From an optimization exercise on the open Yosys and OpenROAD flow, aimed at small area and a short achievable clock period; shortcuts taken in it are not production practice. Only simulation tests tie the RTL to the original design; equivalence was not proved. No activity file was given, so power comes from the tool's default toggle rates.

## flow/run.sh

```bash
#!/bin/bash
# synth_recipe.tcl (not shown) runs the flow's synth.tcl, then flattens the netlist and writes it again
# the make line also repeats each setting of config.mk as NAME=value (left out here)
make -C /OpenROAD-flow-scripts/flow DESIGN_CONFIG=/design/flow/config.mk WORK_HOME=/design/flow/orfs CLKGATE_MAP_FILE= SYNTH_SCRIPT=/design/flow/synth_recipe.tcl finish
```

## flow/config.mk

```make
export PLATFORM = sky130hd
export DESIGN_NAME = cam_search_top
export DESIGN_NICKNAME = cam_search_top
export VERILOG_FILES = /design/flow/design.v
export SDC_FILE = /design/flow/constraint.sdc
export NUM_CORES = 4
export LEC_CHECK = 0
export CAP_MARGIN = 20
export CORE_MARGIN = 2
export CORE_UTILIZATION = 40
export SLEW_MARGIN = 20
```

## flow/constraint.sdc

```tcl
create_clock -name core_clock -period 3.6 [get_ports {aclk}]
set_input_delay 0.7200 -clock core_clock [delete_from_list [all_inputs] [get_ports {aclk}]]
set_output_delay 0.7200 -clock core_clock [all_outputs]
set_load 0.01 [all_outputs]
```

## flow/design.v

```verilog
package cam_pkg;
  typedef enum logic [2:0] {
    OP_IDLE       = 3'd0,   
    OP_UPDATE_ALL = 3'd1,   
    OP_SEARCH     = 3'd2,   
    OP_UPDATE_ONE = 3'd3    
  } cam_op_t;
  localparam int LANES  = 16;   
  localparam int LANE_W = 32;   
  localparam int BEAT_W = LANES * LANE_W;
  typedef logic [LANE_W-1:0] lane_t;   
  typedef logic [BEAT_W-1:0] beat_t;   
  localparam lane_t TOPOLOGY_CODE    = 32'd4;     
  localparam lane_t UPDATE_DONE_CODE = 32'd100;   
endpackage
`timescale 1ns/1ns
module cam_control #(
  parameter int CAM_SIZE = 64,
  parameter int IDX_W    = 6
) (
  input  logic             aclk,
  input  logic             areset,
  input  cam_pkg::cam_op_t state,
  input  logic [31:0]      update_num,
  input  logic             s_tvalid,
  input  cam_pkg::beat_t   s_tdata,
  output logic             load_wr_en,
  output logic [IDX_W-1:0] load_wr_base,
  output cam_pkg::beat_t   load_wr_data,
  output logic             load_srch_en,
  output cam_pkg::lane_t   load_srch_key,
  output logic             done_pulse,
  output logic             echo_pulse,
  output cam_pkg::beat_t   echo_data
);
  logic             load_beat;    
  logic             srch_beat;    
  logic             idle_beat;    
  logic [IDX_W-1:0] wr_ptr;       
  logic [31:0]      last_base;    
  logic             last_beat;    
  logic             at_end;       
  logic             wrap;         
  assign load_beat = s_tvalid && (state == cam_pkg::OP_UPDATE_ALL);
  assign srch_beat = s_tvalid && (state == cam_pkg::OP_SEARCH);
  assign idle_beat = s_tvalid && (state == cam_pkg::OP_IDLE);
  assign last_base = (update_num - 32'd1) * cam_pkg::LANES;   
  assign last_beat = (32'(wr_ptr) == last_base);
  assign at_end    = (wr_ptr == IDX_W'(CAM_SIZE - cam_pkg::LANES));   
  assign wrap      = last_beat || at_end;
  always_ff @(posedge aclk) begin
    if (areset) begin
      wr_ptr <= '0;
    end else if (load_beat) begin
      if (wrap) begin
        wr_ptr <= '0;                                   
      end else begin
        wr_ptr <= wr_ptr + IDX_W'(cam_pkg::LANES);      
      end
    end
  end
  assign load_wr_en    = load_beat;
  assign load_wr_base  = wr_ptr;                                    
  assign load_wr_data  = s_tdata;
  assign load_srch_en  = srch_beat;
  assign load_srch_key = s_tdata[cam_pkg::LANE_W-1:0];              
  assign done_pulse = load_beat && wrap;        
  assign echo_pulse = idle_beat && (s_tdata[cam_pkg::LANE_W-1:0] == cam_pkg::TOPOLOGY_CODE);
  assign echo_data  = s_tdata;                  
endmodule
`timescale 1ns/1ns
module cam_entry_array #(
  parameter int CAM_SIZE = 64,
  parameter int IDX_W    = 6
) (
  input  logic                aclk,
  input  logic                areset,
  input  logic                load_wr_en,
  input  logic [IDX_W-1:0]    load_wr_base,
  input  cam_pkg::beat_t      load_wr_data,
  input  logic                load_srch_en,
  input  cam_pkg::lane_t      load_srch_key,
  output logic [CAM_SIZE-1:0] match_vec,
  output logic                match_valid
);
  localparam int LANE_BITS = $clog2(cam_pkg::LANES);
  cam_pkg::lane_t      key_q;    
  logic                key_vld;  
  logic [CAM_SIZE-1:0] hit;      
  always_ff @(posedge aclk) begin
    if (areset) begin
      key_vld <= 1'b0;
    end else begin
      key_vld <= load_srch_en;
    end
  end
  always_ff @(posedge aclk) begin
    if (load_srch_en) begin
      key_q <= load_srch_key;   
    end
  end
  for (genvar i = 0; i < CAM_SIZE; i++) begin : g_entry
    localparam int LANE = i % cam_pkg::LANES;    
    localparam int BASE = i - LANE;              
    cam_pkg::lane_t entry_q;
    always_ff @(posedge aclk) begin
      if (load_wr_en && (load_wr_base == IDX_W'(BASE))) begin
        entry_q <= load_wr_data[LANE*cam_pkg::LANE_W +: cam_pkg::LANE_W];
      end
    end
    assign hit[i] = ~|(entry_q ^ key_q);   
  end : g_entry
  always_ff @(posedge aclk) begin
    if (areset) begin
      match_valid <= 1'b0;
    end else begin
      match_valid <= key_vld;
    end
  end
  always_ff @(posedge aclk) begin
    match_vec <= hit;   
  end
endmodule
`timescale 1ns/1ns
module cam_match_encoder #(
  parameter int CAM_SIZE = 64,
  parameter int IDX_W    = 6
) (
  input  logic                aclk,
  input  logic                areset,
  input  logic [CAM_SIZE-1:0] match_vec,
  input  logic                match_valid,
  output logic [IDX_W:0]      match_index,
  output logic                index_valid
);
  localparam int HALF = CAM_SIZE / 2;
  function automatic logic [IDX_W:0] first_set(
    input logic [HALF-1:0] v,
    input int              base
  );
    logic [IDX_W:0] idx;
    idx = '1;   
    for (int i = HALF - 1; i >= 0; i--) begin
      if (v[i]) begin
        idx = base + i;   
      end
    end
    first_set = idx;
  endfunction
  logic [IDX_W:0] lo_idx;    
  logic [IDX_W:0] hi_idx;    
  logic           half_vld;  
  always_ff @(posedge aclk) begin
    if (areset) begin
      half_vld <= 1'b0;
    end else begin
      half_vld <= match_valid;
    end
  end
  always_ff @(posedge aclk) begin
    lo_idx <= first_set(match_vec[HALF-1:0], 0);
    hi_idx <= first_set(match_vec[CAM_SIZE-1:HALF], HALF);   
  end
  always_comb begin
    if (lo_idx != '1) begin
      match_index = lo_idx;   
    end else begin
      match_index = hi_idx;   
    end
  end
  assign index_valid = half_vld;
endmodule
`timescale 1ns/1ns
module cam_result_stage #(
  parameter int IDX_W = 6
) (
  input  logic           aclk,
  input  logic           areset,
  input  logic [IDX_W:0] match_index,
  input  logic           index_valid,
  input  logic           done_pulse,
  input  logic           echo_pulse,
  input  cam_pkg::beat_t echo_data,
  output logic           m_tvalid,
  output cam_pkg::beat_t m_tdata,
  output logic           update_all_end
);
  always_ff @(posedge aclk) begin
    if (areset) begin
      m_tvalid       <= 1'b0;
      update_all_end <= 1'b0;
    end else begin
      m_tvalid       <= index_valid || done_pulse || echo_pulse;   
      update_all_end <= done_pulse;
    end
  end
  always_ff @(posedge aclk) begin
    if (index_valid) begin
      m_tdata <= cam_pkg::beat_t'(match_index);                  
    end else if (done_pulse) begin
      m_tdata <= cam_pkg::beat_t'(cam_pkg::UPDATE_DONE_CODE);
    end else if (echo_pulse) begin
      m_tdata <= echo_data;                                      
    end
  end
endmodule
`timescale 1ns/1ns
module cam_search_top #(
  parameter int CAM_SIZE = 64
) (
  input  logic         aclk,
  input  logic         areset,
  input  logic [31:0]  update_num,
  input  logic [2:0]   state,
  input  logic         s_tvalid,
  input  logic [511:0] s_tdata,
  output logic         m_tvalid,
  output logic [511:0] m_tdata,
  output logic         update_all_end
);
  localparam int IDX_W = $clog2(CAM_SIZE);
  if (CAM_SIZE % 32 != 0) begin : g_size_check
    $error("CAM_SIZE must be a multiple of 32");
  end
  cam_pkg::cam_op_t    op;            
  logic [CAM_SIZE-1:0] match_vec;
  logic                match_valid;
  logic [IDX_W:0]      match_index;   
  logic                index_valid;
  logic                done_pulse;
  logic                echo_pulse;
  cam_pkg::beat_t      echo_data;
  assign op = cam_pkg::cam_op_t'(state);
  logic                load_wr_en;
  logic [IDX_W-1:0]    load_wr_base;
  cam_pkg::beat_t      load_wr_data;
  logic                load_srch_en;
  cam_pkg::lane_t      load_srch_key;
  cam_control #(
    .CAM_SIZE (CAM_SIZE),
    .IDX_W    (IDX_W)
  ) cam_control_inst (
    .aclk       (aclk),
    .areset     (areset),
    .state      (op),
    .update_num (update_num),
    .s_tvalid   (s_tvalid),
    .s_tdata    (s_tdata),
    .load_wr_en    (load_wr_en),
    .load_wr_base  (load_wr_base),
    .load_wr_data  (load_wr_data),
    .load_srch_en  (load_srch_en),
    .load_srch_key (load_srch_key),
    .done_pulse (done_pulse),
    .echo_pulse (echo_pulse),
    .echo_data  (echo_data)
  );
  cam_entry_array #(
    .CAM_SIZE (CAM_SIZE),
    .IDX_W    (IDX_W)
  ) cam_entry_array_inst (
    .aclk        (aclk),
    .areset      (areset),
    .load_wr_en    (load_wr_en),
    .load_wr_base  (load_wr_base),
    .load_wr_data  (load_wr_data),
    .load_srch_en  (load_srch_en),
    .load_srch_key (load_srch_key),
    .match_vec   (match_vec),
    .match_valid (match_valid)
  );
  cam_match_encoder #(
    .CAM_SIZE (CAM_SIZE),
    .IDX_W    (IDX_W)
  ) cam_match_encoder_inst (
    .aclk        (aclk),
    .areset      (areset),
    .match_vec   (match_vec),
    .match_valid (match_valid),
    .match_index (match_index),
    .index_valid (index_valid)
  );
  cam_result_stage #(
    .IDX_W (IDX_W)
  ) cam_result_stage_inst (
    .aclk           (aclk),
    .areset         (areset),
    .match_index    (match_index),
    .index_valid    (index_valid),
    .done_pulse     (done_pulse),
    .echo_pulse     (echo_pulse),
    .echo_data      (echo_data),
    .m_tvalid       (m_tvalid),
    .m_tdata        (m_tdata),
    .update_all_end (update_all_end)
  );
endmodule
```

==> impl_metrics.ini <==
[sta]
timing.final.crit_share_pct = 91.1
setup_viol = 0
slew_violations = 0
rsz0062_at_grt = no
relSlewSlack_pct = 38.6
worstMarginPinSlew_ns = 0.919
fmax_mhz = 305
skew_ns = 0.0618
hold_viol_final = 0
period_needed_ns = 3.28
holdWs_ns = 0.444

[yosys]
postSynthNetCount = 7547
yosys.cell_types.count = 51
synth_seq_cells = 2675
yosysSeqAreaShare_pct = 70.1
synth_warnings = 4
netlist_area_mm2 = 0.106
syn-instance-count = 6992
synth-main-ff-cell = edfxtp_1
ys_async_sr_fraction_pct = 0
synth_edf_count = 2087
avgSynthCellArea_um2 = 15.2

[cts]
cts_tree = yes
htreeDepth = 5
cts_buffers = 305
clock_path_buffers = 4
clk_latency_ns = 0.94
post_cts_resized = 0
clockRootBuffer = clkbuf_16
cts_setup_buffers = 0
ctsHoldBuffers = 0
clock_sinks = 2675
cts.clk_slew.worst_paths_ns = 0.06

[global_route]
grt_pass1_wl_um = 488000
overflow = 0
grt_pass1_vias = 63493
grt_start_max_net_pins = 90
antenna_found_initial = 54
grt.total_usage_pct = 25.5

[final_layout]
area_growth_pct = 26.0
mostFrequentLayoutCells = edfxtp_1 (2087), xor2_1 (2050), clkdlybuf4s50_1 (1059)
layout_commonest_cell = edfxtp_1
utilization_pct = 50.6
drive_gt1_share_pct = 9.28
layout.nets = 8924

[floorplanning]
fp.dieH_um = 519
io_pins = 1064
row_count = 189
die_w_um = 519
dieArea_mm2 = 0.270
initial_core_util_pct = 40.1
core_mm2 = 0.265

[power]
peakVddDrop_v = 0.000530
leakagePower_nw = 46.4
power_density_mw_per_mm2 = 499

[routing]
vias_per_cell = 5.26
wl_um = 351000
drc = 0
first_pass_iters = 5
wire_per_inst_um = 28.9
initialDrtViolationCount = 5472
ant_nets = 0
vias = 63909

[critical_path]
reg2reg_slack_ns = 0.87
cp.arrival_ns = 4.09
cp_max_fo = 30
reg2regPathDepth = 9
cp-end-kind = flop
worst-endpoint-required_ns = 4.41
startpoint_type = input port
crit_type = input port to flop

[placement]
globalplace.congestion = 0.868
portBuffers = 1059
hpwl_um = 243000

[flow_run]
max-cap-violations = 0

[status]
status = no timing/DRC/antenna violations

[worst_hold_path]
holdCritPathClass = flop to flop
holdPathStages = 1
final cells by class:
cell class	count	area, µm²
fillers	22046	131000
flip-flops and latches	2675	74400
multi-input cells	3959	30400
repair buffers	1404	14700
clock buffers	417	8590
well taps	3533	4420
clock inverters	121	1140
inverters	24	95.1
diodes	25	62.6
metrics by stage:
step	setup TNS (ns)	instance area [µm²]	instances	setup slack, ns	power, mW
6_report	0	134000	12158	0.319	66.8
2_1_floorplan	-4208.01	106000	6992	-2.02	35.0
3_3_place_gp	-224.64	124000	11595	-0.549	37.0
4_1_cts	0	134000	12133	0.411	67.4
3_5_place_dp	-237.92	124000	11595	-0.576	37.0
5_1_grt	0	134000	12144	0.231	68.7
registers in the layout, summed over array words and instances, names as in the netlist:
name / cells
cam_entry_array_inst.match_vec: 64
cam_match_encoder_inst.half_vld: 1
cam_entry_array_inst.g_entry.entry_q: 2048
cam_control_inst.wr_ptr: 2
cam_match_encoder_inst.lo_idx: 6
cam_result_stage_inst.update_all_end: 1
cam_result_stage_inst.m_tvalid: 1
cam_result_stage_inst.m_tdata: 512
cam_entry_array_inst.key_vld: 1
cam_match_encoder_inst.hi_idx: 6
cam_entry_array_inst.match_valid: 1
cam_entry_array_inst.key_q: 32
worst paths after layout:
check                                          startpoint                                              end
hold / removal    cam_entry_array_inst.key_vld$_SDFF_PP0_      cam_entry_array_inst.match_valid$_SDFF_PP0_
setup reg to reg  cam_control_inst.wr_ptr[4]$_SDFFE_PP0P_  cam_result_stage_inst.m_tdata[228]$_SDFFE_PP0P_
hold reg to reg   cam_entry_array_inst.key_vld$_SDFF_PP0_      cam_entry_array_inst.match_valid$_SDFF_PP0_
setup / recovery                            update_num[1]  cam_result_stage_inst.m_tdata[228]$_SDFFE_PP0P_
critical path, stage by stage:
cell	delay, ns
clkdlybuf4s50_1	0.47
inv_1	0.11
ha_1	0.16
or3b_1	0.39
o41a_1	0.45
or4_1	0.57
o41ai_4	0.38
buf_12	0.23
buf_12	0.22
buf_12	0.22
nor2_1	0.06
power breakdown:
group          internal (mW)  leakage, nW  switching [mW]
clock                   18.0         4.79            12.4
sequential              33.4         23.5          0.0670
combinational           1.03         18.0            1.88
cells by family (layout without fill, tap and decap cells):
group | Yosys count | after routing | share of synthesized area [%]
AO/OA/AOI/OAI | 70 | 70 | 0.441
XOR/XNOR | 2051 | 2051 | 16.9
adder cells (fa/ha/maj) | 5 | 5 | 0.0589
buffers and inverters | 358 | 1966 | 1.33
flip-flops | 2675 | 2675 | 70.1
multiplexers | 481 | 481 | 4.53
other | 0 | 25 | 0
AND/OR/NAND/NOR | 1352 | 1352 | 6.61
routing by layer:
layer | share of wire [%] | global-route usage [%]
met5 | 0.028 | 0
met2 | 47 | 41.5
met3 | 7.1 | 4.52
met4 | 2.3 | 6.01
met1 | 43 | 35.3
synthesized netlist by cell type (all sizes together), types with 4 or more instances:
cell type	number	area share, %
a21oi	23	0.11
and2	31	0.18
and4	4	0.033
buf	108	0.45
clkbuf	226	0.80
dfxtp	588	11
edfxtp	2087	59
ha	5	0.059
inv	24	0.085
mux2i	481	4.5
nand2	14	0.049
nand3	4	0.019
nand4	135	0.80
nor2	584	2.1
nor2b	8	0.047
nor3	9	0.042
nor4	537	3.2
nor4b	4	0.033
o21ai	9	0.042
o21bai	6	0.042
o221ai	4	0.033
o31ai	6	0.042
or4	4	0.028
xor2	2050	17

port drivers added, routing unchanged:
Ports are ideal in the flow. The routed layout listed here was re-timed in OpenROAD.
Step 1: set_driving_cell puts a clkbuf_16 on aclk and a buf_2 on each other input, an assumption about the parent block.
Step 2, shift: input delay + t, output delay - t, t = (earliest + latest rising clock arrival at the registers) / 2. This alone moves slack from input paths to output paths.
Three values: ideal ports, drivers, drivers and shift; two values: the first two.
t, ns: 1.015
setup WS [ns]: 0.319 / 0.389 / -0.627
worst setup path after step 2: input to register
worst register clock-pin slew, ns: 0.06 / 0.06
worst data-port slew with drivers (ns): 0.21
Met with ideal ports but missed after step 2: setup timing in this run. For this run, drivers alone change the setup slack by +0.070 ns; drivers and shift together by -0.946 ns.
